This design comes from an exercise in tuning for small area, a short achievable clock period and few clock cycles on the open sky130 flow, not from production work. No functional check of the RTL was part of any run shown here. Power figures rest on the tool's default switching activity, not on a simulated workload.

==> design/flow/design.v <==
package dpc_pkg;
	localparam int PIX_W  = 8;
	localparam int DIM_W  = 9;
	localparam int CNT_W  = 17;
	localparam int SUM_W  = 24;
	localparam int CFG_IW = 3;
	localparam int CFG_DW = 17;
endpackage
module dark_pixel_centroid (
	input  logic        clk,
	input  logic        arst_n,
	input  logic        cfg_valid,
	output logic        cfg_ready,
	input  logic [2:0]  cfg_index,
	input  logic [16:0] cfg_data,
	input  logic        s_tvalid,
	output logic        s_tready,
	input  logic [7:0]  s_tdata,
	input  logic        s_tlast,
	output logic        m_tvalid,
	input  logic        m_tready,
	output logic [39:0] m_tdata,
	output logic        m_tuser
);
	logic [8:0]  cfg_w, cfg_xs, cfg_xe, cfg_ys, cfg_ye;
	logic [7:0]  cfg_thr;
	logic [16:0] cfg_min, cfg_max;
	assign cfg_ready = 1'b1;
	always_ff @(posedge clk or negedge arst_n) begin
		if (!arst_n) begin
			cfg_w   <= 9'd96;
			cfg_thr <= 8'd85;
			cfg_xs  <= 9'd10;
			cfg_xe  <= 9'd86;
			cfg_ys  <= 9'd10;
			cfg_ye  <= 9'd86;
			cfg_min <= 17'd180;
			cfg_max <= 17'd3176;
		end else if (cfg_valid) begin
			case (cfg_index)
				3'd0: cfg_w   <= cfg_data[8:0];
				3'd1: cfg_thr <= cfg_data[7:0];
				3'd2: cfg_xs  <= cfg_data[8:0];
				3'd3: cfg_xe  <= cfg_data[8:0];
				3'd4: cfg_ys  <= cfg_data[8:0];
				3'd5: cfg_ye  <= cfg_data[8:0];
				3'd6: cfg_min <= cfg_data;
				3'd7: cfg_max <= cfg_data;
				default: ;
			endcase
		end
	end
	logic rdy_q, v0_q, div_q, vld_q;
	logic l0_q, d0_q;
	logic clr;
	logic [7:0]  col_q, row_q;    
	logic        xs_q, xe_q;      
	logic        ys_q, ye_q;      
	logic [16:0] cnt_q;           
	logic        nz_q, min_q, max_q;   
	logic [25:0] x_q;             
	logic [23:0] y_q;             
	logic        found_q, nf_q;
	assign clr = !rdy_q && !v0_q && !div_q && !vld_q;
	logic       in_win, wrap, inc;
	logic [8:0] col_inc, row_inc;
	logic [16:0] cnt_inc;
	logic [24:0] sx_add, sy_add;
	assign col_inc = {1'b0, col_q} + 9'd1;
	assign row_inc = {1'b0, row_q} + 9'd1;
	assign wrap    = (col_inc == cfg_w) || (cfg_w == 9'd0) || (cfg_w[8] && col_inc[8]);
	assign in_win  = v0_q && d0_q &&
		(xs_q || cfg_xs == 9'd0) && !(xe_q || cfg_xe == 9'd0) &&
		(ys_q || cfg_ys == 9'd0) && !(ye_q || cfg_ye == 9'd0);
	assign inc     = in_win && (cnt_q != 17'h1ffff);
	assign cnt_inc = cnt_q + 17'd1;
	assign sx_add = {1'b0, x_q[23:0]} + {17'd0, col_q & {8{in_win}}};
	assign sy_add = {1'b0, y_q} + {17'd0, row_q & {8{in_win}}};
	logic [17:0] trial;
	logic [18:0] diff;
	logic        fits, swap, fin, found;
	assign trial = x_q[25:8];
	assign diff  = {1'b0, trial} - {2'b0, cnt_q};
	assign fits  = !diff[18];
	assign swap  = div_q && (col_q == 8'd9);
	assign fin   = div_q && (col_q == 8'd19);
	assign found = (min_q || (nz_q && cfg_min == 17'd0)) && !max_q;
	always_ff @(posedge clk or negedge arst_n) begin
		if (!arst_n) begin
			rdy_q <= 1'b0;
			v0_q  <= 1'b0;
			div_q <= 1'b0;
			vld_q <= 1'b0;
		end else begin
			v0_q <= s_tvalid && rdy_q;
			if (clr)                       rdy_q <= 1'b1;
			else if (s_tvalid && s_tlast)  rdy_q <= 1'b0;
			if (v0_q && l0_q)  div_q <= 1'b1;
			else if (fin)      div_q <= 1'b0;
			if (fin)           vld_q <= 1'b1;
			else if (m_tready) vld_q <= 1'b0;
		end
	end
	always_ff @(posedge clk) begin
		l0_q    <= s_tlast;
		d0_q    <= s_tdata < cfg_thr;
		found_q <= found;
		nf_q    <= !found;
		if (clr || (v0_q && l0_q)) begin
			col_q <= '0;
			row_q <= '0;
			xs_q  <= 1'b0;
			xe_q  <= 1'b0;
			ys_q  <= 1'b0;
			ye_q  <= 1'b0;
		end else if (div_q) begin
			col_q <= col_q + 8'd1;
		end else if (v0_q) begin
			if (wrap) begin
				col_q <= '0;
				xs_q  <= 1'b0;
				xe_q  <= 1'b0;
				if (row_q != 8'hff) begin
					row_q <= row_inc[7:0];
					if (row_inc == cfg_ys) ys_q <= 1'b1;
					if (row_inc == cfg_ye) ye_q <= 1'b1;
				end
			end else begin
				col_q <= col_inc[7:0];
				if (col_inc == cfg_xs) xs_q <= 1'b1;
				if (col_inc == cfg_xe) xe_q <= 1'b1;
			end
		end
		if (clr) begin
			cnt_q <= '0;
			nz_q  <= 1'b0;
			min_q <= 1'b0;
			max_q <= 1'b0;
		end else if (fin) begin
			if (!found_q) cnt_q <= '0;
		end else if (inc) begin
			cnt_q <= cnt_inc;
			nz_q  <= 1'b1;
			if (cnt_inc == cfg_min) min_q <= 1'b1;
			if (cnt_q == cfg_max)   max_q <= 1'b1;
		end
		if (clr) begin
			x_q <= '0;
			y_q <= '0;
		end else if (swap) begin
			x_q <= {2'b0, y_q};
			y_q <= {y_q[23:9], x_q[8:0]};
		end else if (fin) begin
			x_q[7:0] <= x_q[7:0] | {8{x_q[8] || !found_q}};
			y_q[7:0] <= y_q[7:0] | {8{y_q[8] || !found_q}};
		end else begin
			y_q <= sy_add[24] ? 24'hffffff : sy_add[23:0];
			if (div_q) x_q <= {fits ? diff[16:0] : trial[16:0], x_q[7:0], fits};
			else       x_q <= {2'b0, sx_add[24] ? 24'hffffff : sx_add[23:0]};
		end
	end
	assign s_tready = rdy_q;
	assign m_tvalid = vld_q;
	assign m_tuser  = found_q;
	assign m_tdata  = {5'b0, cnt_q, nf_q, x_q[7:0], nf_q, y_q[7:0]};
endmodule
==> design/flow/run.sh <==
#!/bin/bash
# synth_recipe.tcl (not shown) runs the flow's synth.tcl, then flattens the netlist and writes it again
# the make line also repeats each setting of config.mk as NAME=value (left out here)
make -C /OpenROAD-flow-scripts/flow DESIGN_CONFIG=/design/flow/config.mk WORK_HOME=/design/flow/orfs CLKGATE_MAP_FILE= SYNTH_SCRIPT=/design/flow/synth_recipe.tcl finish
==> design/flow/config.mk <==
export PLATFORM = sky130hd
export DESIGN_NAME = dark_pixel_centroid
export DESIGN_NICKNAME = dark_pixel_centroid
export VERILOG_FILES = /design/flow/design.v
export SDC_FILE = /design/flow/constraint.sdc
export NUM_CORES = 4
export LEC_CHECK = 0
export CAP_MARGIN = 20
export CORE_MARGIN = 2
export CORE_UTILIZATION = 40
export SETUP_SLACK_MARGIN = 3.0
export SLEW_MARGIN = 20
==> design/flow/constraint.sdc <==
create_clock -name core_clock -period 5.0 [get_ports {clk}]
set_input_delay 1.0000 -clock core_clock [delete_from_list [all_inputs] [get_ports {clk}]]
set_output_delay 1.0000 -clock core_clock [all_outputs]
set_load 0.01 [all_outputs]
==> flow_metrics.env, run 1 <==
export IMPL_cts_tree="yes"
export IMPL_drt_wirelength_per_cell_um=18.7
export IMPL_syn_cell_area_um2=11500
export IMPL_synth_top_family_by_area="simple AND/OR/NAND/NOR gates"
export IMPL_htreeDepth=4
export IMPL_synth_area_mux_share_pct=9.79
export IMPL_ys_seq_area_share_pct=36.5
export IMPL_yosys_area_top_type="dfxtp_1"
export IMPL_syn_to_final_growth_pct=38.2
export IMPL_status="finished clean"
export IMPL_netlist_area_leader_share_pct=16.4
export IMPL_yosys_area_share_adder_pct=5.53
export IMPL_crit_arrival_ns=4.03
export IMPL_setup_tns_ns=0
export IMPL_insertion_delay_ns=0.45
export IMPL_p_sw_share_pct=39.9
export IMPL_hold_violations=0
export IMPL_start_util_pct=40.4
export IMPL_yosysMostFrequentCell="dfxtp_1"
export IMPL_max_freq_ghz=0.275
export IMPL_path_max_fanout=7
export IMPL_portBuffers=71
export IMPL_cp_slowest_stage_delay_ns=0.55
export IMPL_row_count=62
export IMPL_use_met1_pct=30.8
export IMPL_finalClockSkew_ns=0.0119
export IMPL_gp_congestion=0.874
export IMPL_pwr_share_seq_pct=32.2
export IMPL_grt_ovfl_total=0
export IMPL_grt_start_max_net_pins=70
export IMPL_synthTopCellsByArea="dfxtp_1 (16%), dfrtp_1 (14%), mux2_2 (7.9%)"
export IMPL_synth_compound_area_share_pct=15.7
export IMPL_whs_ns=0.469
export IMPL_path_clk_slew_ns=0.08
export IMPL_drive_above_1_share_pct=39.8
export IMPL_num_vias=10100
export IMPL_cts_buffer_depth=2
export IMPL_p_per_area_nw_per_um2=464
export IMPL_num_antenna_cells=0
export IMPL_met2_usage_pct=35.6
export IMPL_yosys_area_share_simple_pct=16.8
export IMPL_place_inst=1640
export IMPL_hp_class="reg2reg"
export IMPL_drcViolationCount=0
export IMPL_cp_required_ns=5.39
export IMPL_grt_pass1_wl_mm=52.5
export IMPL_p_leak_nw=6.37
export IMPL_cp_depth=15
export IMPL_syn_avg_cell_area_um2=9.24
export IMPL_fin_crit_sh_pct=72.8
export IMPL_dieArea_um2=30100
export IMPL_clock_sinks=185
export IMPL_cp_top_family="simple AND/OR/NAND/NOR gates"
export IMPL_synth_edf_count=0
export IMPL_grt_pass1_vias=9517
export IMPL_grt_util_met3_pct=3.36
export IMPL_crit_path_end_kind="flip-flop"
export IMPL_vias_per_cell=5.56
export IMPL_hpwl_mm=22.2
export IMPL_drtIter0Drc=675
export IMPL_antenna_found_initial=0
export IMPL_firstDrtPassIters=5
export IMPL_die_w_um=174
export IMPL_slowest_stage="or4b_4"
export IMPL_stdcell_count=1822
export IMPL_rsz0062_at_grt="yes"
export IMPL_period_needed_ns=3.64
export IMPL_p_clk_share_pct=19.1
export IMPL_max_vdd_ir_drop_uv=226
export IMPL_ys_warn_count=1
export IMPL_setup_violations=0
export IMPL_critPathLaunchType="flip-flop"
export IMPL_fin_util_pct=55.8
export IMPL_ioPinCount=78
export IMPL_antenna_left=0
export IMPL_ff2ff_setup_slack_ns=1.36
export IMPL_p_comb_share_pct=48.7
export IMPL_cp_cell_sequence="or4_4, nor4_4, nor4b_2, buf_4, buf_6, and2_4, ha_4, o21a_1, o2111ai_2, or4b_4, nor2b_4, buf_12, buf_8, a221oi_4, a221o_1"
export IMPL_p_int_mw=4.43
export IMPL_drt_wl_total_mm=34.1
export IMPL_die_height_um=174
export IMPL_synthTopCellsByCount="dfxtp_1 (94), nand2_1 (93), nor2_1 (89), mux2_2 (81), xnor2_1 (81)"
export IMPL_post_place_ws_ns=0.912
export IMPL_p_sw_mw=2.94
export IMPL_synthDistinctLibCells=79
export IMPL_netlist_instances=1244
export IMPL_synth_ff_latch_count=185
export IMPL_nNetsFinal=1508
export IMPL_crit_buf_inv=4
export IMPL_grt_usage_pct=22.0
export IMPL_cp_startpoint="cfg_xe[4]"
export IMPL_tightestPinTransition_ns=0.908
export IMPL_setup_ws_ns=1.36
export IMPL_cts_root_buffer="clkbuf_16"
export IMPL_slew_headroom_pct=39.5
export IMPL_slew_viol_final=0
export IMPL_synth_top_flop_cell="dfxtp_1"
export IMPL_cap_violations=0
export IMPL_busiest_layer="met2"
export IMPL_reg2reg_to="x_q[14]"
export IMPL_yosys_area_share_xor_xnor_pct=11.4
export IMPL_core_um2=28500
export IMPL_reg2reg_depth=15
export IMPL_r2r_start="cfg_xe[4]"
export IMPL_crit_end="x_q[14]"
export IMPL_path_class="reg2reg"
export IMPL_cts_buffers=17
export IMPL_async_reset_ff_share_pct=49.2
## cells by family after synthesis
logic type / count (synthesis)
and+or+nand+nor: 382
AOI/OAI and AO/OA: 274
DFF: 185
xor gates and xnor gates: 141
buffers and inverters: 109
muxes: 102
adders and majority gates: 49
other: 2
## how the worst min path moves through the flow
stage,end,cells past startpoint,slack (ns),from
finish,min_q,2,0.47,min_q
CTS,min_q,2,0.47,min_q
global placement,ye_q,2,0.45,ye_q
detailed placement,min_q,2,0.45,min_q
floorplan,min_q,2,0.43,min_q
global route,min_q,2,0.49,min_q
## worst reg2reg max path, cell delays in order, from the launching register on
cell       delay, ns
dfstp_2         0.38
or4_4           0.54
nor4_4          0.17
nor4b_2         0.08
buf_4           0.15
buf_6           0.13
and2_4          0.16
ha_4            0.26
o21a_1          0.18
o2111ai_2       0.15
or4b_4          0.55
nor2b_4         0.16
buf_12          0.15
buf_8           0.13
a221oi_4        0.27
a221o_1         0.14
## repair_timing
item / CTS / global route
setup endpoints to repair: 216 / 121
hold buffers: 0 / 0
endpoints found under the hold margin: 0 / 0
gates resized for setup: 382 / 110
gates cloned: 5 / 1
setup buffers: 107 / 37
pin swaps: 72 / 86
## state kept, by name, summed over array words and instances, names as in the netlist, 8 cells and up
signal / count
cfg_max: 17
cfg_min: 17
cfg_thr: 8
cfg_w: 9
cfg_xe: 9
cfg_xs: 9
cfg_ye: 9
cfg_ys: 9
cnt_q: 17
col_q: 8
row_q: 8
x_q: 26
y_q: 24
## routing by layer
layer / wire length (µm) / up-vias
li1: - / 4852
met1: 15900 / 4965
met2: 16300 / 264
met3: 1450 / 41
met4: 535 / 0
met5: 0 / -
## power by group through the flow
stage / combinational [mW] / clock [mW] / sequential [mW]
6_report: 3.59 / 1.41 / 2.38
3_5_place_dp: 2.82 / 0 / 2.39
5_1_grt: 3.91 / 1.49 / 2.43
3_3_place_gp: 2.77 / 0 / 2.38
2_1_floorplan: 2.31 / 0 / 2.21
4_1_cts: 3.24 / 1.42 / 2.35
## placed cells by master (no fill, tap or decap), drive strengths merged, types with 7 or more instances in the layout
cell type,n
buf,192
nand3,47
o21a,11
a221o,8
a21oi,69
mux2i,19
o21ai,68
nand4,15
a221oi,8
nor3,28
nand2,96
o221ai,9
mux2,83
dfrtp,64
and4,7
o211ai,9
clkinv,8
a211oi,9
a31oi,19
nor2,89
nand2b,8
inv,45
o31ai,9
nor2b,9
dfxtp,94
a21o,14
clkdlybuf4s50,24
xnor2,81
xor2,55
ha,46
and2,23
clkbuf,18
and3,18
dfstp,27
nor4,20
## per-stage QoR
| stage | area (µm²) | power [mW] |
|---|---|---|
| floorplan | 12200 | 4.52 |
| global placement | 12900 | 5.15 |
| detailed placement | 12900 | 5.21 |
| CTS | 15100 | 7.01 |
| global route | 15900 | 7.83 |
| finish | 15900 | 7.38 |
## cell type report
type | instances | area (µm²)
Clock buffer | 18 | 439
Clock inverter | 14 | 175
Fill cell | 2454 | 12600
Inverter | 39 | 149
Multi-Input combinational cell | 959 | 8210
Sequential cell | 185 | 4340
Tap cell | 384 | 480
Timing Repair Buffer | 223 | 2090
==> inputs of run 2 (changes only) <==
--- a/design/flow/config.mk
+++ b/design/flow/config.mk
@@ -8,5 +8,5 @@
 export CAP_MARGIN = 20
 export CORE_MARGIN = 2
 export CORE_UTILIZATION = 40
-export SETUP_SLACK_MARGIN = 3.0
+export SETUP_SLACK_MARGIN = 2.6
 export SLEW_MARGIN = 20
==> flow_metrics.env, run 2 <==
export IMPL_row_count=62
export IMPL_portBuffers=71
export IMPL_dieArea_um2=30100
export IMPL_yosys_area_top_type="dfxtp_1"
export IMPL_busiest_layer="met2"
export IMPL_largestRegisters="x_q x26, y_q x24"
export IMPL_htreeDepth=4
export IMPL_rsz0062_at_grt="yes"
export IMPL_clock_sinks=185
export IMPL_async_reset_ff_share_pct=49.2
export IMPL_period_needed_ns=3.93
export IMPL_max_vdd_ir_drop_uv=241
export IMPL_synth_edf_count=0
export IMPL_cp_slowest_stage_delay_ns=0.54
export IMPL_crit_buf_inv=3
export IMPL_die_height_um=174
export IMPL_syn_to_final_growth_pct=34.5
export IMPL_slowest_stage="or4b_4"
export IMPL_num_antenna_cells=0
export IMPL_cp_cell_sequence="nor4_2, a31oi_1, nor4b_2, buf_4, and2_4, ha_4, fa_2, a211oi_4, o211ai_1, or4b_4, nor2b_4, buf_12, buf_4, a221oi_2, a221o_1"
export IMPL_netlist_instances=1244
export IMPL_synthTopCellsByCount="dfxtp_1 (94), nand2_1 (93), nor2_1 (89), mux2_2 (81), xnor2_1 (81)"
export IMPL_cts_buffers=17
export IMPL_gp_congestion=0.880
export IMPL_fin_crit_sh_pct=78.5
export IMPL_die_w_um=174
export IMPL_hpwl_mm=22.1
export IMPL_final_cell_mix="buf_4 (93), nand2_1 (83), mux2_2 (81), xnor2_1 (79), nor2_1 (76)"
export IMPL_largest_register_ffs=26
export IMPL_slew_viol_final=0
export IMPL_syn_cell_area_um2=11500
export IMPL_cts_root_buffer="clkbuf_16"
export IMPL_nNetsFinal=1478
export IMPL_fill_cells=2508
export IMPL_slew_headroom_pct=34.9
export IMPL_max_freq_ghz=0.255
export IMPL_setup_violations=0
export IMPL_grt_pass1_wl_mm=52.0
export IMPL_firstDrtPassIters=5
export IMPL_insertion_delay_ns=0.45
export IMPL_setup_tns_ns=0
export IMPL_tightestPinTransition_ns=0.976
export IMPL_antenna_found_initial=0
export IMPL_crit_arrival_ns=4.32
export IMPL_critPathLaunchType="flip-flop"
export IMPL_drt_wl_total_mm=33.8
export IMPL_status="finished clean"
export IMPL_cts_buffer_depth=2
export IMPL_cap_violations=0
export IMPL_finalClockSkew_ns=0.0170
export IMPL_netlist_area_leader_share_pct=16.4
export IMPL_mostFrequentLayoutCell="buf_4"
export IMPL_path_clk_slew_ns=0.08
export IMPL_crit_path_end_kind="flip-flop"
export IMPL_hp_class="reg2reg"
export IMPL_grt_pass1_vias=9566
export IMPL_p_per_area_nw_per_um2=470
export IMPL_synth_top_flop_cell="dfxtp_1"
export IMPL_path_max_fanout=8
export IMPL_synthTopCellsByArea="dfxtp_1 (16%), dfrtp_1 (14%), mux2_2 (7.9%)"
export IMPL_yosysMostFrequentCell="dfxtp_1"
export IMPL_start_util_pct=40.4
export IMPL_grt_start_max_net_pins=74
export IMPL_synthDistinctLibCells=79
export IMPL_synth_ff_latch_count=185
export IMPL_cp_top_family="simple AND/OR/NAND/NOR gates"
export IMPL_cpMostUsedCell="buf_4"
export IMPL_ys_warn_count=1
export IMPL_ys_seq_area_share_pct=36.5
export IMPL_cts_tree="yes"
export IMPL_ioPinCount=78
export IMPL_path_class="reg2reg"
export IMPL_grt_ovfl_total=0
export IMPL_drive_above_1_share_pct=35.2
export IMPL_grt_util_met3_pct=3.11
export IMPL_largest_register="x_q"
export IMPL_vias_per_cell=5.61
export IMPL_hold_violations=0
export IMPL_syn_avg_cell_area_um2=9.24
export IMPL_cp_required_ns=5.39
export IMPL_drcViolationCount=0
export IMPL_num_vias=10000
export IMPL_core_um2=28500
export IMPL_grt_usage_pct=21.7
export IMPL_drtIter0Drc=573
export IMPL_p_leak_nw=6.15
export IMPL_met2_usage_pct=35.3
export IMPL_use_met1_pct=29.6
export IMPL_fin_util_pct=54.3
export IMPL_drt_wirelength_per_cell_um=18.8
export IMPL_antenna_left=0
[run 2: cell count changes in the layout (fill, tap and decap cells not counted), sizes merged]
cell,change
clkinv,-3
buf,-69
inv,+1
clkdlybuf4s50,+15
clkinvlp,+3
dlymetal6s2s,+1
nand2,-1
clkdlybuf4s15,+1
dlygate4sd2,+22
[run 2: worst paths after layout]
| check | startpoint | to | slack (ns) | depth (start not counted) |
|---|---|---|---|---|
| max in group asynchronous | arst_n | cfg_thr[2] | 3.38 | 2 |
| setup reg to reg | cfg_xs[5] | x_q[19] | 1.07 | 15 |
| hold reg to reg | min_q | min_q | 0.46 | 2 |
| min in group asynchronous | arst_n | rdy_q | 0.69 | 1 |
| setup / recovery | cfg_xs[5] | x_q[19] | 1.07 | 15 |
| hold / removal | min_q | min_q | 0.46 | 2 |
[run 2: logic make-up (layout without fill, tap and decap cells)]
group / Yosys count / in the layout / synth area share, %
adders and majority gates: 49 / 49 / 5.53
DFF: 185 / 185 / 36.5
and+or+nand+nor: 382 / 386 / 16.8
AOI/OAI and AO/OA: 274 / 274 / 15.7
other: 2 / 6 / 0.0653
muxes: 102 / 102 / 9.79
xor gates and xnor gates: 141 / 141 / 11.4
buffers and inverters: 109 / 265 / 4.23
[run 2: timing repair]
action / CTS / global route
buffers inserted: 75 / 36
pin swaps: 34 / 67
hold buffers: 0 / 0
cloned: 4 / 2
resized for setup: 172 / 123
setup endpoints to repair: 169 / 111
[run 2: per-layer routing]
layer / up-vias / part of all wire [%] / routed length [µm]
met5: - / 0 / 0
li1: 4809 / - / -
met3: 50 / 4.0 / 1360
met4: 0 / 1.9 / 652
met1: 4922 / 46 / 15500
met2: 266 / 48 / 16300
[run 2: layout make-up]
cell class              count  area, µm²  area share (%)
flip-flops and latches    185       4300            27.8
clock buffers              17        425            2.75
clock inverters            15        200            1.29
inverters                  39        163            1.05
multi-input cells         958       8090            52.3
repair buffers            194       1810            11.7
well taps                 384        480            3.11
[run 2: stage by stage]
stage	std cells	hold slack, ns	power, mW	cell area (µm²)	setup WS (ns)
finish	1792	0.463	7.27	15500	1.07
global route	1792	0.482	7.71	15500	0.993
CTS	1754	0.463	6.92	14500	1.39
detailed placement	1643	0.451	5.16	12800	0.885
global placement	1643	0.446	5.10	12800	0.963
floorplan	1248	0.426	4.48	11900	1.74
[run 2: worst min-delay path: cells and delay by family (launching register included)]
kind / cells / cell delay (ns)
simple gates: 1 / 0.05
flops: 1 / 0.32
compound gates: 1 / 0.05
[run 2: report_power, final]
group / switching (mW) / leakage (nW) / total, mW / internal (mW)
clock network: 0.749 / 0.305 / 1.45 / 0.698
logic: 1.69 / 4.00 / 3.42 / 1.73
registers: 0.499 / 1.84 / 2.40 / 1.90
total: 2.94 / 6.15 / 7.27 / 4.33
==> inputs of run 3 (changes only) <==
--- a/design/flow/design.v
+++ b/design/flow/design.v
@@ -54,6 +54,7 @@
 	logic l0_q, d0_q;
 	logic clr;
 	logic [7:0]  col_q, row_q;    
+	logic        fs_q;            
 	logic        xs_q, xe_q;      
 	logic        ys_q, ye_q;      
 	logic [16:0] cnt_q;           
@@ -62,18 +63,16 @@
 	logic [23:0] y_q;             
 	logic        found_q, nf_q;
 	assign clr = !rdy_q && !v0_q && !div_q && !vld_q;
-	logic       in_win, wrap, inc;
+	logic       in_win, wrap, inc, eq_min, eq_max;
 	logic [8:0] col_inc, row_inc;
-	logic [16:0] cnt_inc;
 	logic [24:0] sx_add, sy_add;
 	assign col_inc = {1'b0, col_q} + 9'd1;
 	assign row_inc = {1'b0, row_q} + 9'd1;
 	assign wrap    = (col_inc == cfg_w) || (cfg_w == 9'd0) || (cfg_w[8] && col_inc[8]);
-	assign in_win  = v0_q && d0_q &&
-		(xs_q || cfg_xs == 9'd0) && !(xe_q || cfg_xe == 9'd0) &&
-		(ys_q || cfg_ys == 9'd0) && !(ye_q || cfg_ye == 9'd0);
+	assign in_win  = v0_q && d0_q && xs_q && !xe_q && ys_q && !ye_q;
 	assign inc     = in_win && (cnt_q != 17'h1ffff);
-	assign cnt_inc = cnt_q + 17'd1;
+	assign eq_min  = cnt_q == cfg_min;
+	assign eq_max  = cnt_q == cfg_max;
 	assign sx_add = {1'b0, x_q[23:0]} + {17'd0, col_q & {8{in_win}}};
 	assign sy_add = {1'b0, y_q} + {17'd0, row_q & {8{in_win}}};
 	logic [17:0] trial;
@@ -84,7 +83,7 @@
 	assign fits  = !diff[18];
 	assign swap  = div_q && (col_q == 8'd9);
 	assign fin   = div_q && (col_q == 8'd19);
-	assign found = (min_q || (nz_q && cfg_min == 17'd0)) && !max_q;
+	assign found = nz_q && (min_q || eq_min) && !max_q;
 	always_ff @(posedge clk or negedge arst_n) begin
 		if (!arst_n) begin
 			rdy_q <= 1'b0;
@@ -106,20 +105,24 @@
 		d0_q    <= s_tdata < cfg_thr;
 		found_q <= found;
 		nf_q    <= !found;
+		if (clr || (v0_q && l0_q) || (fs_q && !v0_q)) begin
+			fs_q <= 1'b1;
+			xs_q <= cfg_xs == 9'd0;
+			xe_q <= cfg_xe == 9'd0;
+			ys_q <= cfg_ys == 9'd0;
+			ye_q <= cfg_ye == 9'd0;
+		end
 		if (clr || (v0_q && l0_q)) begin
 			col_q <= '0;
 			row_q <= '0;
-			xs_q  <= 1'b0;
-			xe_q  <= 1'b0;
-			ys_q  <= 1'b0;
-			ye_q  <= 1'b0;
 		end else if (div_q) begin
 			col_q <= col_q + 8'd1;
 		end else if (v0_q) begin
+			fs_q <= 1'b0;
 			if (wrap) begin
 				col_q <= '0;
-				xs_q  <= 1'b0;
-				xe_q  <= 1'b0;
+				xs_q  <= cfg_xs == 9'd0;
+				xe_q  <= cfg_xe == 9'd0;
 				if (row_q != 8'hff) begin
 					row_q <= row_inc[7:0];
 					if (row_inc == cfg_ys) ys_q <= 1'b1;
@@ -139,10 +142,10 @@
 		end else if (fin) begin
 			if (!found_q) cnt_q <= '0;
 		end else if (inc) begin
-			cnt_q <= cnt_inc;
+			cnt_q <= cnt_q + 17'd1;
 			nz_q  <= 1'b1;
-			if (cnt_inc == cfg_min) min_q <= 1'b1;
-			if (cnt_q == cfg_max)   max_q <= 1'b1;
+			if (eq_min) min_q <= 1'b1;
+			if (eq_max) max_q <= 1'b1;
 		end
 		if (clr) begin
 			x_q <= '0;
==> flow_metrics.env, run 3 <==
export IMPL_status="finished clean"
export IMPL_post_place_ws_ns=1.37
export IMPL_syn_to_final_growth_pct=32.8
export IMPL_grt_ovfl_total=0
export IMPL_drtIter0Drc=541
export IMPL_insertion_delay_ns=0.45
export IMPL_largest_register="x_q"
export IMPL_firstDrtPassIters=5
export IMPL_path_class="reg2reg"
export IMPL_ioPinCount=78
export IMPL_synth_top_flop_cell="dfxtp_1"
export IMPL_cts_buffer_depth=2
export IMPL_cp_startpoint="ye_q"
export IMPL_totalPowerFinal_mw=7.34
export IMPL_rsz0062_at_grt="yes"
export IMPL_synthTopCellsByCount="nand2_1 (96), dfxtp_1 (95), xnor2_1 (91), mux2_2 (80), nor2_1 (77)"
export IMPL_setup_violations=0
export IMPL_path_clk_slew_ns=0.08
export IMPL_grt_pass1_wl_mm=51.1
export IMPL_gp_congestion=0.808
export IMPL_antenna_left=0
export IMPL_hp_class="reg2reg"
export IMPL_grt_start_max_net_pins=58
export IMPL_ys_seq_area_share_pct=37.1
export IMPL_drt_wirelength_per_cell_um=18.7
export IMPL_portBuffers=71
export IMPL_nNetsFinal=1433
export IMPL_max_vdd_ir_drop_uv=208
export IMPL_hold_violations=0
export IMPL_netlist_instances=1216
export IMPL_syn_cell_area_um2=11400
export IMPL_grt_pass1_vias=9325
export IMPL_synth_ff_latch_count=186
export IMPL_num_vias=9615
export IMPL_async_reset_ff_share_pct=48.9
export IMPL_largest_register_ffs=26
export IMPL_syn_avg_cell_area_um2=9.35
export IMPL_finalClockSkew_ns=0.0150
export IMPL_grt_usage_pct=21.3
export IMPL_fin_crit_sh_pct=59.1
export IMPL_antenna_found_initial=0
export IMPL_setup_tns_ns=0
export IMPL_min_path_cells=2
export IMPL_synthDistinctLibCells=84
export IMPL_drt_wl_total_mm=32.5
export IMPL_largestRegisters="x_q x26, y_q x24"
export IMPL_drcViolationCount=0
export IMPL_path_max_fanout=7
export IMPL_vias_per_cell=5.52
export IMPL_row_count=61
export IMPL_cp_required_ns=5.33
export IMPL_reg2reg_to="x_q[14]"
export IMPL_critPathLaunchType="flip-flop"
export IMPL_r2r_start="ye_q"
export IMPL_clock_sinks=186
export IMPL_period_needed_ns=2.95
export IMPL_ff2ff_setup_slack_ns=2.05
export IMPL_reg2reg_depth=13
export IMPL_num_antenna_cells=0
export IMPL_whs_ns=0.459
export IMPL_tightestPinTransition_ns=1.12
export IMPL_final_cell_mix="nand2_1 (92), xnor2_1 (87), buf_4 (83), mux2_2 (80), nor2_1 (72)"
export IMPL_hpwl_mm=21.9
export IMPL_max_freq_ghz=0.338
export IMPL_synth_edf_count=0
export IMPL_crit_path_end_kind="flip-flop"
export IMPL_core_um2=27900
export IMPL_htreeDepth=4
export IMPL_die_height_um=173
export IMPL_start_util_pct=40.8
export IMPL_crit_arrival_ns=3.28
export IMPL_setup_ws_ns=2.05
export IMPL_slew_viol_final=0
export IMPL_slew_headroom_pct=24.7
export IMPL_dieArea_um2=29800
export IMPL_crit_end="x_q[14]"
export IMPL_ctsHoldBuffers=0
export IMPL_cts_tree="yes"
export IMPL_cap_violations=0
export IMPL_synthTopCellsByArea="dfxtp_1 (17%), dfrtp_1 (14%), mux2_2 (7.9%)"
export IMPL_drive_above_1_share_pct=35.7
export IMPL_cts_buffers=17
export IMPL_p_per_area_nw_per_um2=486
export IMPL_mostFrequentLayoutCell="nand2_1"
export IMPL_die_w_um=173
export IMPL_yosysMostFrequentCell="nand2_1"
export IMPL_p_leak_nw=6.11
export IMPL_ys_warn_count=1
export IMPL_yosys_area_top_type="dfxtp_1"
export IMPL_netlist_area_leader_share_pct=16.7
export IMPL_cts_root_buffer="clkbuf_16"
-- run 3: cell count changes after synthesis, moves of 10 or more --
| cell | change |
|---|---|
| o21ai_0 | +18 |
| a21oi_1 | -24 |
| nand4_1 | +11 |
| nor2_1 | -12 |
| o21ai_1 | -19 |
| xnor2_1 | +10 |
-- run 3: cells by family after synthesis --
| group | after synthesis | synth area share (%) |
|---|---|---|
| AND/OR/NAND/NOR | 379 | 17.3 |
| AO/OA/AOI/OAI | 242 | 14.7 |
| flip-flops | 186 | 37.1 |
| XOR/XNOR | 145 | 11.3 |
| buffers and inverters | 117 | 4.65 |
| multiplexers | 96 | 9.33 |
| adder cells (fa/ha/maj) | 49 | 5.59 |
| other | 2 | 0.0661 |
-- run 3: through the flow --
stage	cell area, µm²	std cells	util [%]
final	15100	1741	54.2
after global routing	15100	1741	54.2
after CTS	14400	1702	51.6
after detailed placement	12700	1605	45.4
after global placement	12700	1605	45.4
after floorplan	11900	1220	-
-- run 3: layer usage --
layer / track usage [%] / vias up / share of wire (%)
li1: - / 4632 / -
met1: 27.9 / 4751 / 45
met2: 37.1 / 191 / 49
met3: 3.10 / 41 / 3.7
met4: 4.74 / 0 / 1.5
met5: 0 / - / 0
-- run 3: final cells by class --
type	instances	area [µm²]
Fill cell	2462	12800
Multi-Input combinational cell	924	7860
Sequential cell	186	4350
Timing Repair Buffer	178	1640
Tap cell	378	473
Clock buffer	18	429
Clock inverter	14	178
Inverter	43	168
-- run 3: worst min-delay path by stage --
stage | startpoint | end | slack [ns]
after floorplan | fs_q | fs_q | 0.43
final | fs_q | fs_q | 0.46
after global routing | fs_q | fs_q | 0.48
after detailed placement | fs_q | fs_q | 0.44
after global placement | fs_q | fs_q | 0.44
after CTS | fs_q | fs_q | 0.46
-- run 3: worst max-delay path, cell delays in order, from the launching register on --
cell and delay, ns:
dfxtp_2 0.34, nor4bb_4 0.29, buf_4 0.16, buf_4 0.10, and3_4 0.23, and2_4 0.16, ha_4 0.20, o21a_1 0.11
o21a_1 0.18, o22a_4 0.25, nand4_1 0.18, and2_4 0.26, a221oi_2 0.08, a221o_1 0.29
-- run 3: timing repair --
item,4_1_cts,5_1_grt
pin swaps,58,57
cloned,7,1
endpoints found under the setup margin,153,101
resized for setup,184,91
endpoints found under the hold margin,0,0
buffers inserted,58,38
-- run 3: report_power, final --
group / total, mW / switching (mW) / internal (mW) / leakage (nW)
clock network: 1.38 / 0.701 / 0.680 / 0.292
logic: 3.53 / 1.75 / 1.78 / 3.96
registers: 2.43 / 0.505 / 1.92 / 1.85
total: 7.34 / 2.96 / 4.38 / 6.11
==> inputs of run 4 (changes only) <==
--- a/design/flow/config.mk
+++ b/design/flow/config.mk
@@ -8,5 +8,5 @@
 export CAP_MARGIN = 20
 export CORE_MARGIN = 2
 export CORE_UTILIZATION = 40
-export SETUP_SLACK_MARGIN = 2.6
+export SETUP_SLACK_MARGIN = 3.0
 export SLEW_MARGIN = 20
==> flow_metrics.env, run 4 <==
export IMPL_row_count=61
export IMPL_grt_pass1_vias=9495
export IMPL_path_max_fanout=7
export IMPL_largestRegisters="x_q x26, y_q x24"
export IMPL_hold_violations=0
export IMPL_ctsHoldBuffers=0
export IMPL_drtIter0Drc=640
export IMPL_max_vdd_ir_drop_uv=218
export IMPL_grt_ovfl_total=0
export IMPL_slew_headroom_pct=29.1
export IMPL_crit_buf_inv=3
export IMPL_die_w_um=173
export IMPL_core_um2=27900
export IMPL_fill_cells=2430
export IMPL_path_class="reg2reg"
export IMPL_hpwl_mm=22.1
export IMPL_htreeDepth=4
export IMPL_clock_sinks=186
export IMPL_synth_ff_latch_count=186
export IMPL_dpl_cell_area_um2=12800
export IMPL_cp_top_family="simple AND/OR/NAND/NOR gates"
export IMPL_mostFrequentLayoutCell="buf_4"
export IMPL_min_path_cells=2
export IMPL_netlist_area_leader_share_pct=16.7
export IMPL_finalClockSkew_ns=0.0184
export IMPL_path_clk_slew_ns=0.08
export IMPL_num_antenna_cells=0
export IMPL_grt_usage_pct=22.2
export IMPL_slew_viol_final=0
export IMPL_seqCellArea_um2=4380
export IMPL_ioPinCount=78
export IMPL_cts_buffer_depth=2
export IMPL_synth_top_flop_cell="dfxtp_1"
export IMPL_syn_avg_cell_area_um2=9.35
export IMPL_cp_depth=14
export IMPL_start_util_pct=40.8
export IMPL_grt_pass1_wl_mm=53.0
export IMPL_p_leak_nw=6.21
export IMPL_critPathLaunchType="flip-flop"
export IMPL_final_cell_mix="buf_4 (94), nand2_1 (92), xnor2_1 (86), nor2_1 (71), dfrtp_1 (60)"
export IMPL_fin_util_pct=54.9
export IMPL_drt_wl_total_mm=33.4
export IMPL_antenna_left=0
export IMPL_vias_per_cell=5.51
export IMPL_synthDistinctLibCells=84
export IMPL_fin_crit_sh_pct=60.5
export IMPL_cp_required_ns=5.33
export IMPL_crit_arrival_ns=3.36
export IMPL_multiInputGateArea_um2=7870
export IMPL_yosys_area_top_type="dfxtp_1"
export IMPL_netlist_instances=1216
export IMPL_slowest_stage="dfxtp_2"
export IMPL_tightestPinTransition_ns=1.06
export IMPL_dieArea_um2=29800
export IMPL_cap_violations=0
export IMPL_post_place_ws_ns=1.35
export IMPL_grt_start_max_net_pins=57
export IMPL_synth_edf_count=0
export IMPL_design_area_um2=15300
export IMPL_firstDrtPassIters=5
export IMPL_cp_cell_sequence="nor4bb_4, buf_4, and3_4, and2_4, ha_4, buf_6, a21oi_2, o211ai_1, o22a_2, nand4_1, and2_4, buf_4, a221oi_2, a221o_1"
export IMPL_insertion_delay_ns=0.45
export IMPL_cts_buffers=17
export IMPL_async_reset_ff_share_pct=48.9
export IMPL_num_vias=9707
export IMPL_rsz0062_at_grt="yes"
export IMPL_portBuffers=71
export IMPL_drive_above_1_share_pct=39.4
export IMPL_ys_warn_count=1
export IMPL_reg2reg_depth=14
export IMPL_setup_violations=0
export IMPL_synthTopCellsByArea="dfxtp_1 (17%), dfrtp_1 (14%), mux2_2 (7.9%)"
export IMPL_setup_ws_ns=1.98
export IMPL_cts_tree="yes"
export IMPL_drcViolationCount=0
export IMPL_status="finished clean"
export IMPL_crit_path_end_kind="flip-flop"
export IMPL_antenna_found_initial=0
export IMPL_synthTopCellsByCount="nand2_1 (96), dfxtp_1 (95), xnor2_1 (91), mux2_2 (80), nor2_1 (77)"
export IMPL_hp_class="reg2reg"
export IMPL_period_needed_ns=3.02
export IMPL_largest_register="x_q"
export IMPL_largest_register_ffs=26
export IMPL_die_height_um=173
export IMPL_ys_seq_area_share_pct=37.1
export IMPL_drt_wirelength_per_cell_um=19.0
export IMPL_yosysMostFrequentCell="nand2_1"
export IMPL_syn_to_final_growth_pct=34.5
export IMPL_gp_congestion=0.835
export IMPL_max_freq_ghz=0.331
export IMPL_p_per_area_nw_per_um2=484
export IMPL_cts_root_buffer="clkbuf_16"
export IMPL_syn_cell_area_um2=11400
export IMPL_nNetsFinal=1453
export IMPL_cp_slowest_stage_delay_ns=0.34
export IMPL_ff2ff_setup_slack_ns=1.98
export IMPL_setup_tns_ns=0
## run 4: per-layer routing
| layer | vias up | track usage [%] | wire length (µm) |
|---|---|---|---|
| li1 | 4682 | - | - |
| met1 | 4761 | 30.2 | 15400 |
| met2 | 222 | 36.9 | 16100 |
| met3 | 42 | 3.23 | 1250 |
| met4 | 0 | 6.34 | 689 |
| met5 | - | 0 | 0 |
## run 4: worst reg2reg max path: stages (launching register included)
cell and delay (ns):
dfxtp_2 0.34, nor4bb_4 0.29, buf_4 0.17, and3_4 0.21, and2_4 0.16, ha_4 0.21, buf_6 0.12, a21oi_2 0.16
o211ai_1 0.13, o22a_2 0.27, nand4_1 0.19, and2_4 0.24, buf_4 0.13, a221oi_2 0.05, a221o_1 0.27
## run 4: path summary, 6_finish.rpt
| check | startpoint | endpoint |
|---|---|---|
| worst max-delay path | xe_q | x_q[11] |
| worst min-delay path | fs_q | fs_q |
| worst max register to register | xe_q | x_q[11] |
| worst min register to register | fs_q | fs_q |
| max in group asynchronous | arst_n | cfg_max[3] |
| min in group asynchronous | arst_n | cfg_ys[2] |
## run 4: stage by stage
step                      std cells  hold slack, ns  power (mW)
after floorplan                1220           0.426        4.65
after global placement         1604           0.446        5.28
after detailed placement       1604           0.443        5.33
after CTS                      1746           0.454        7.27
after global routing           1761           0.478        7.85
final                          1761           0.452        7.40
## run 4: repair_timing
| item | 4_1_cts | 5_1_grt |
|---|---|---|
| setup endpoints to repair | 217 | 119 |
| gates cloned | 6 | 0 |
| pin swaps | 68 | 55 |
| buffers inserted | 104 | 15 |
| resized for setup | 386 | 44 |
## run 4: report_power, final
group	total (mW)	switching, mW	internal (mW)	leakage [nW]
Clock	1.42	0.734	0.686	0.294
Combinational	3.57	1.75	1.82	4.06
Sequential	2.42	0.488	1.93	1.86
Total	7.40	2.97	4.44	6.21
## run 4: logic make-up (layout without fill, tap and decap cells)
kind of cell,after synthesis,count (layout),share of synthesized area (%)
xor+xnor,145,145,11.3
buf+inv,117,275,4.65
simple gates,379,382,17.3
flops,186,186,37.1
other cells,2,6,0.0661
fa+ha+maj,49,49,5.59
compound gates,242,244,14.7
mux,96,96,9.33
## run 4: final cells by class
class,instances,share of cell area (%)
multi-input cells,922,51.4
inverters,43,1.09
clock buffers,17,2.78
flip-flops and latches,186,28.6
well taps,378,3.09
clock inverters,15,1.22
repair buffers,200,11.7

[separate check: timing with driven ports]
No port has a modelled driver above. Below, the same layouts with a new extraction and two added sets of constraints. Step 1, drivers: a clkbuf_16 drives clk and a buf_2 each remaining input, both assumed. Step 2 adds t to the input delays and takes it off the output delays; t is the mean of the earliest and latest rising clock arrival at the registers after step 1. Input paths then give back, and output paths get back, about the clock's delay inside the block. Three values: ideal ports, drivers, drivers and shift; two values: the first two.
run | t (ns) | setup WS [ns] | worst setup path after step 2 | cell pins on the clock port's net
run 1 | 0.492 | 1.360 / 1.360 / 1.360 | register to register | 1
run 2 | 0.493 | 1.075 / 1.075 / 1.075 | register to register | 1
run 3 | 0.490 | 2.046 / 2.046 / 2.046 | register to register | 1
run 4 | 0.491 | 1.977 / 1.977 / 1.977 | register to register | 1
After both steps every run listed still meets setup and hold.
